What follows belongs to an exercise in optimizing a design on an open flow for small area and a short achievable clock period; a production flow would make more cautious choices.
RTL that was checked went through simulation tests only; none was proved equivalent to the original.
No activity file was given, so power comes from the tool's default toggle rates.

run A:
==> flow/design.v <==
module mem_responder #(
  parameter int WORD_SIZE = 16,
  parameter int ADDR_BITS = 8,
  parameter int LATENCY   = 2
) (
  input  logic                 clk,
  input  logic                 reset_n,
  input  logic                 readM,
  input  logic                 writeM,
  input  logic [WORD_SIZE-1:0] address,
  input  logic [WORD_SIZE-1:0] data_in,
  output logic [WORD_SIZE-1:0] data_out,
  output logic                 ready,
  output logic                 error
);
  localparam int RING  = 4;
  localparam int NRING = (1 << ADDR_BITS) / RING;    
  localparam int NTAP  = 2 * NRING;                  
  typedef enum logic [1:0] {
    S_IDLE = 2'd0,
    S_B1   = 2'd1,
    S_B2   = 2'd2,
    S_DONE = 2'd3
  } state_t;
  state_t               state;
  logic                 op_write;
  logic [7:0]           lat_addr;
  logic [WORD_SIZE-1:0] lat_data;
  logic                 lat_pol;      
  logic [6:0]           lat_tap;      
  logic                 rd_late;      
  logic [NTAP-1:0]      tap_sel;      
  logic                 ld_tap, ld_hold;
  logic                 pend_valid;
  logic [7:0]           pend_addr;
  logic [WORD_SIZE-1:0] pend_data;
  logic [7:0]           pw_hi, pw_hi_n;    
  logic [7:0]           pw_lo, pw_lo_n;    
  logic                 ins, ins_n;        
  logic [2:0]           phase;
  logic [2:0]           phase_p1;          
  logic [WORD_SIZE-1:0] ring [NRING][RING];
  logic [WORD_SIZE-1:0] tap_q, tap_d, tap_hold;
  logic unused_addr_hi;
  assign unused_addr_hi = ^address[WORD_SIZE-1:ADDR_BITS];
  logic st_idle, accept, conflict, wr_done;
  assign st_idle  = (state == S_IDLE);
  assign accept   = st_idle && (readM ^ writeM);
  assign conflict = st_idle && readM && writeM;
  assign wr_done  = (state == S_B2) && op_write && reset_n;
  always_ff @(posedge clk) begin
    phase    <= phase + 3'd1;
    phase_p1 <= phase + 3'd2;
  end
  logic [WORD_SIZE-1:0] wbus;
  assign wbus = pend_data ^ {WORD_SIZE{phase[2]}};
  for (genvar k = 0; k < NRING; k++) begin : g_ring
    logic en, en_n;
    assign en   = ins && pw_hi[k / 8] && pw_lo[k % 8];
    assign en_n = ins_n || pw_hi_n[k / 8] || pw_lo_n[k % 8];
    always_ff @(posedge clk) begin
      ring[k][0] <= ~((ring[k][RING-1] | {WORD_SIZE{en}}) & (wbus | {WORD_SIZE{en_n}}));
      for (int j = 1; j < RING; j++) ring[k][j] <= ring[k][j-1];
    end
  end
  logic       pv_next, ins_next;
  logic [1:0] sn_next;
  assign pv_next  = wr_done || (pend_valid && !ins);
  assign sn_next  = wr_done ? ~lat_addr[1:0] : ~pend_addr[1:0];
  assign ins_next = pv_next && (phase_p1[1:0] == sn_next);
  always_ff @(posedge clk) begin
    if (wr_done) begin
      pend_addr <= lat_addr;
      pend_data <= lat_data;
      for (int i = 0; i < 8; i++) begin
        pw_hi[i]   <= (lat_addr[7:5] == 3'(i));
        pw_lo[i]   <= (lat_addr[4:2] == 3'(i));
        pw_hi_n[i] <= (lat_addr[7:5] != 3'(i));
        pw_lo_n[i] <= (lat_addr[4:2] != 3'(i));
      end
    end
    pend_valid <= pv_next;
    ins        <= ins_next;
    ins_n      <= !ins_next;
  end
  logic [WORD_SIZE-1:0] t1 [NRING];         
  logic [WORD_SIZE-1:0] t2 [NRING / 4];     
  logic [WORD_SIZE-1:0] t3 [NRING / 8];     
  logic [WORD_SIZE-1:0] t4 [NRING / 16];    
  logic [WORD_SIZE-1:0] t5 [NRING / 32];    
  for (genvar k = 0; k < NRING; k++) begin : g_t1
    assign t1[k] = ~((ring[k][0] & {WORD_SIZE{tap_sel[2 * k]}}) |
                     (ring[k][2] & {WORD_SIZE{tap_sel[2 * k + 1]}}));
  end
  for (genvar g = 0; g < NRING / 4; g++) begin : g_t2
    for (genvar b = 0; b < WORD_SIZE; b++) begin : g_b
      mem_responder_nand4 u_g (.a(t1[4*g][b]), .b(t1[4*g+1][b]), .c(t1[4*g+2][b]),
                               .d(t1[4*g+3][b]), .y(t2[g][b]));
    end
  end
  for (genvar g = 0; g < NRING / 8; g++) begin : g_t3
    for (genvar b = 0; b < WORD_SIZE; b++) begin : g_b
      mem_responder_nor2 u_g (.a(t2[2*g][b]), .b(t2[2*g+1][b]), .y(t3[g][b]));
    end
  end
  for (genvar g = 0; g < NRING / 16; g++) begin : g_t4
    for (genvar b = 0; b < WORD_SIZE; b++) begin : g_b
      mem_responder_nand2 u_g (.a(t3[2*g][b]), .b(t3[2*g+1][b]), .y(t4[g][b]));
    end
  end
  for (genvar g = 0; g < NRING / 32; g++) begin : g_t5
    for (genvar b = 0; b < WORD_SIZE; b++) begin : g_b
      mem_responder_nor2 u_g (.a(t4[2*g][b]), .b(t4[2*g+1][b]), .y(t5[g][b]));
    end
  end
  for (genvar b = 0; b < WORD_SIZE; b++) begin : g_t6
    mem_responder_nand2 u_g (.a(t5[0][b]), .b(t5[1][b]), .y(tap_q[b]));
  end
  assign tap_d = tap_q ^ {WORD_SIZE{lat_pol}};
  logic fwd;
  assign fwd = pend_valid && (pend_addr == lat_addr);
  always_ff @(posedge clk) begin
    tap_hold <= fwd ? pend_data : tap_d;
  end
  logic [2:0] pos1, pos_t;
  logic       c0, c1;
  logic [6:0] tap_idx, tap_next;
  assign c0       = address[0] & phase_p1[0];
  assign c1       = (address[1] & phase_p1[1]) | (c0 & (address[1] ^ phase_p1[1]));
  assign pos1     = {phase_p1[2] ^ c1, address[1] ^ phase_p1[1] ^ c0, address[0] ^ phase_p1[0]};
  assign pos_t    = {pos1[2] ^ (pos1[1] & pos1[0]), pos1[1] ^ pos1[0], 1'b0};
  assign tap_idx  = {address[7:2], pos_t[1]};
  assign tap_next = st_idle ? tap_idx : lat_tap;
  always_ff @(posedge clk) begin
    if (st_idle) begin
      op_write <= writeM;
      lat_addr <= address[7:0];
      lat_data <= data_in;
      rd_late  <= pos1[0];
      lat_pol  <= pos_t[2];
      lat_tap  <= tap_idx;
    end
    for (int i = 0; i < NTAP; i++) tap_sel[i] <= (tap_next == 7'(i));
  end
  always_ff @(posedge clk) begin
    ld_tap  <= reset_n && (state == S_B1) && !op_write && rd_late;
    ld_hold <= reset_n && (state == S_B1) && !op_write && !rd_late;
  end
  always_ff @(posedge clk) begin
    if (!reset_n) begin
      state    <= S_IDLE;
      data_out <= '0;
      ready    <= 1'b0;
      error    <= 1'b0;
    end else begin
      ready <= (state == S_B2);
      error <= conflict;
      if (ld_tap) data_out <= tap_d;
      else if (ld_hold) data_out <= tap_hold;
      case (state)
        S_IDLE: if (accept) state <= S_B1;
                else if (conflict) state <= S_DONE;
        S_B1:   state <= S_B2;
        S_B2:   state <= S_DONE;
        default: if (!readM && !writeM) state <= S_IDLE;
      endcase
    end
  end
endmodule
module mem_responder_nand4 (
  input  logic a, b, c, d,
  output logic y
);
  assign y = ~(a & b & c & d);
endmodule
module mem_responder_nand2 (
  input  logic a, b,
  output logic y
);
  assign y = ~(a & b);
endmodule
module mem_responder_nor2 (
  input  logic a, b,
  output logic y
);
  assign y = ~(a | b);
endmodule
Settings: LEC_CHECK=0, CAP_MARGIN=20, CORE_MARGIN=2, CORE_UTILIZATION=60, CTS_BUF_LIST=sky130_fd_sc_hd__clkbuf_16, CTS_CLUSTER_DIAMETER=60, CTS_CLUSTER_SIZE=25, PLACE_DENSITY=0.7, SETUP_SLACK_MARGIN=2.5, SLEW_MARGIN=20, SYNTH_HIERARCHICAL=1, SYNTH_MINIMUM_KEEP_SIZE=0; clock period 5.0 ns.
run.sh (not shown) runs the stock make flow with config.mk's settings and CLKGATE_MAP_FILE= SYNTH_SCRIPT=/design/flow/synth_recipe.tcl, a recipe that flattens the netlist after the stock synthesis.
[inputs] run B vs run A
==> flow/flow/run.sh (new file) <==
#!/bin/bash
# The standard layout, with the port buffers made from sky130_fd_sc_hd__buf_4
# instead of the delay buffer that buffer_ports picks by default.
set -euo pipefail
export BUFFER_PORTS_ARGS="-buffer_cell sky130_fd_sc_hd__buf_4"
bash standard.sh > standard_flow.log 2>&1
==> flow/standard.sh (new file) <==
#!/bin/bash
# synth_recipe.tcl (not shown) runs the flow's synth.tcl, then flattens the netlist and writes it again
# the make line also repeats each setting of config.mk as NAME=value (left out here)
make -C /OpenROAD-flow-scripts/flow DESIGN_CONFIG=/design/flow/config.mk WORK_HOME=/design/flow/orfs CLKGATE_MAP_FILE= SYNTH_SCRIPT=/design/flow/synth_recipe.tcl "${@:-finish}"
removed: flow/run.sh
==> comparison <==
- A endpoint of the most critical setup path of ring[64][1]$_DFF_P_ is what run A shows, while ring[204][4]$_DFF_P_ belongs to run B.
- In the tables for run B and run A, non-clock buffer instance count of the final layout reads higher with run A.
- Diff run A -> run B: fmax comparable; total power draw about even.
- Delta (run B minus run A): hold-critical path depth rose by 1; power attributed to sequential cells stayed essentially flat.
- Every stage of the flow completed for run B, and the final layout passed the timing, DRC and antenna checks.

---

Setup of lane 1:
Another version of the RTL of mem_responder (not shown whole).
For scale: roughly 8,100 cells after synthesis, ~54 I/O pins, roughly 110,000 um2 of cells after synthesis.
Settings: LEC_CHECK=0, CAP_MARGIN=20, CORE_MARGIN=2, CORE_UTILIZATION=70, CTS_BUF_LIST=sky130_fd_sc_hd__clkbuf_16, CTS_CLUSTER_DIAMETER=60, CTS_CLUSTER_SIZE=25, PLACE_DENSITY=0.8, SETUP_SLACK_MARGIN=2.7, SLEW_MARGIN=20, SYNTH_HIERARCHICAL=1, SYNTH_MINIMUM_KEEP_SIZE=0; clock period 5.0 ns.
Stock flow here: none of the scripts above is used.
Lane 1 completed every stage of the flow, and the final layout passed the timing, DRC and antenna checks.
--- input diff lane 1..lane 2 ---
- SETUP_SLACK_MARGIN changed from 2.7 to 2.6
- CORE_UTILIZATION changed from 70 to 65
- PLACE_DENSITY changed from 0.8 to 0.75
Findings:
Lane 2: share of final-layout standard cells stronger than drive strength 1 2.8 points below lane 1. The higher sequential share of layout area came out of lane 2. sky130_fd_sc_hd__dfxtp_4 as the slowest library cell on the worst path was reported by lane 1, and sky130_fd_sc_hd__nand2_1 by lane 2. Re number of top-level pins: no difference whatsoever between lane 1 and lane 2. In the tables for lane 1 and lane 2, final cycle utilization of the critical path reads higher with lane 2. Per the comparison of lane 2 with lane 1, HPWL after detailed placement rose 0.79%; slack of the critical path lost 0.041 ns.
No run of this note included a check of the RTL's function; only the layout flow was run.

re-timing with driven ports:
The results above use ideal ports. As a check the final layouts listed here were re-extracted and re-timed, cells and wires unchanged.
Step 1: set_driving_cell puts a clkbuf_16 on clk and a buf_2 on each other input, an assumption about the parent block.
Step 2, shift: input delay + t, output delay - t, t = (earliest + latest rising clock arrival at the registers) / 2. This alone moves slack from input paths to output paths.
a / b / c = ideal / step 1 / step 2; a / b = the first two.
| run | shift t [ns] | slack for setup (ns) | latest minus earliest clock arrival (ns) | slew at the worst register clock pin (ns) | pins driven straight from the clock port |
|---|---|---|---|---|---|
| run A | 0.951 | 2.406 / 2.406 / 1.587 | 0.049 / 0.049 | 0.10 / 0.10 | 1 |
| run B | 0.957 | 2.406 / 2.406 / 1.774 | 0.041 / 0.041 | 0.10 / 0.10 | 1 |
| lane 1 | 0.936 | 2.431 / 2.431 / 1.635 | 0.037 / 0.037 | 0.10 / 0.10 | 1 |
| lane 2 | 0.953 | 2.391 / 2.391 / 1.527 | 0.036 / 0.036 | 0.10 / 0.10 | 1 |
After both steps setup and hold are still met in every run listed. For lane 2, which loses most, drivers alone change the setup slack by 0.000 ns; drivers and shift together by -0.864 ns.
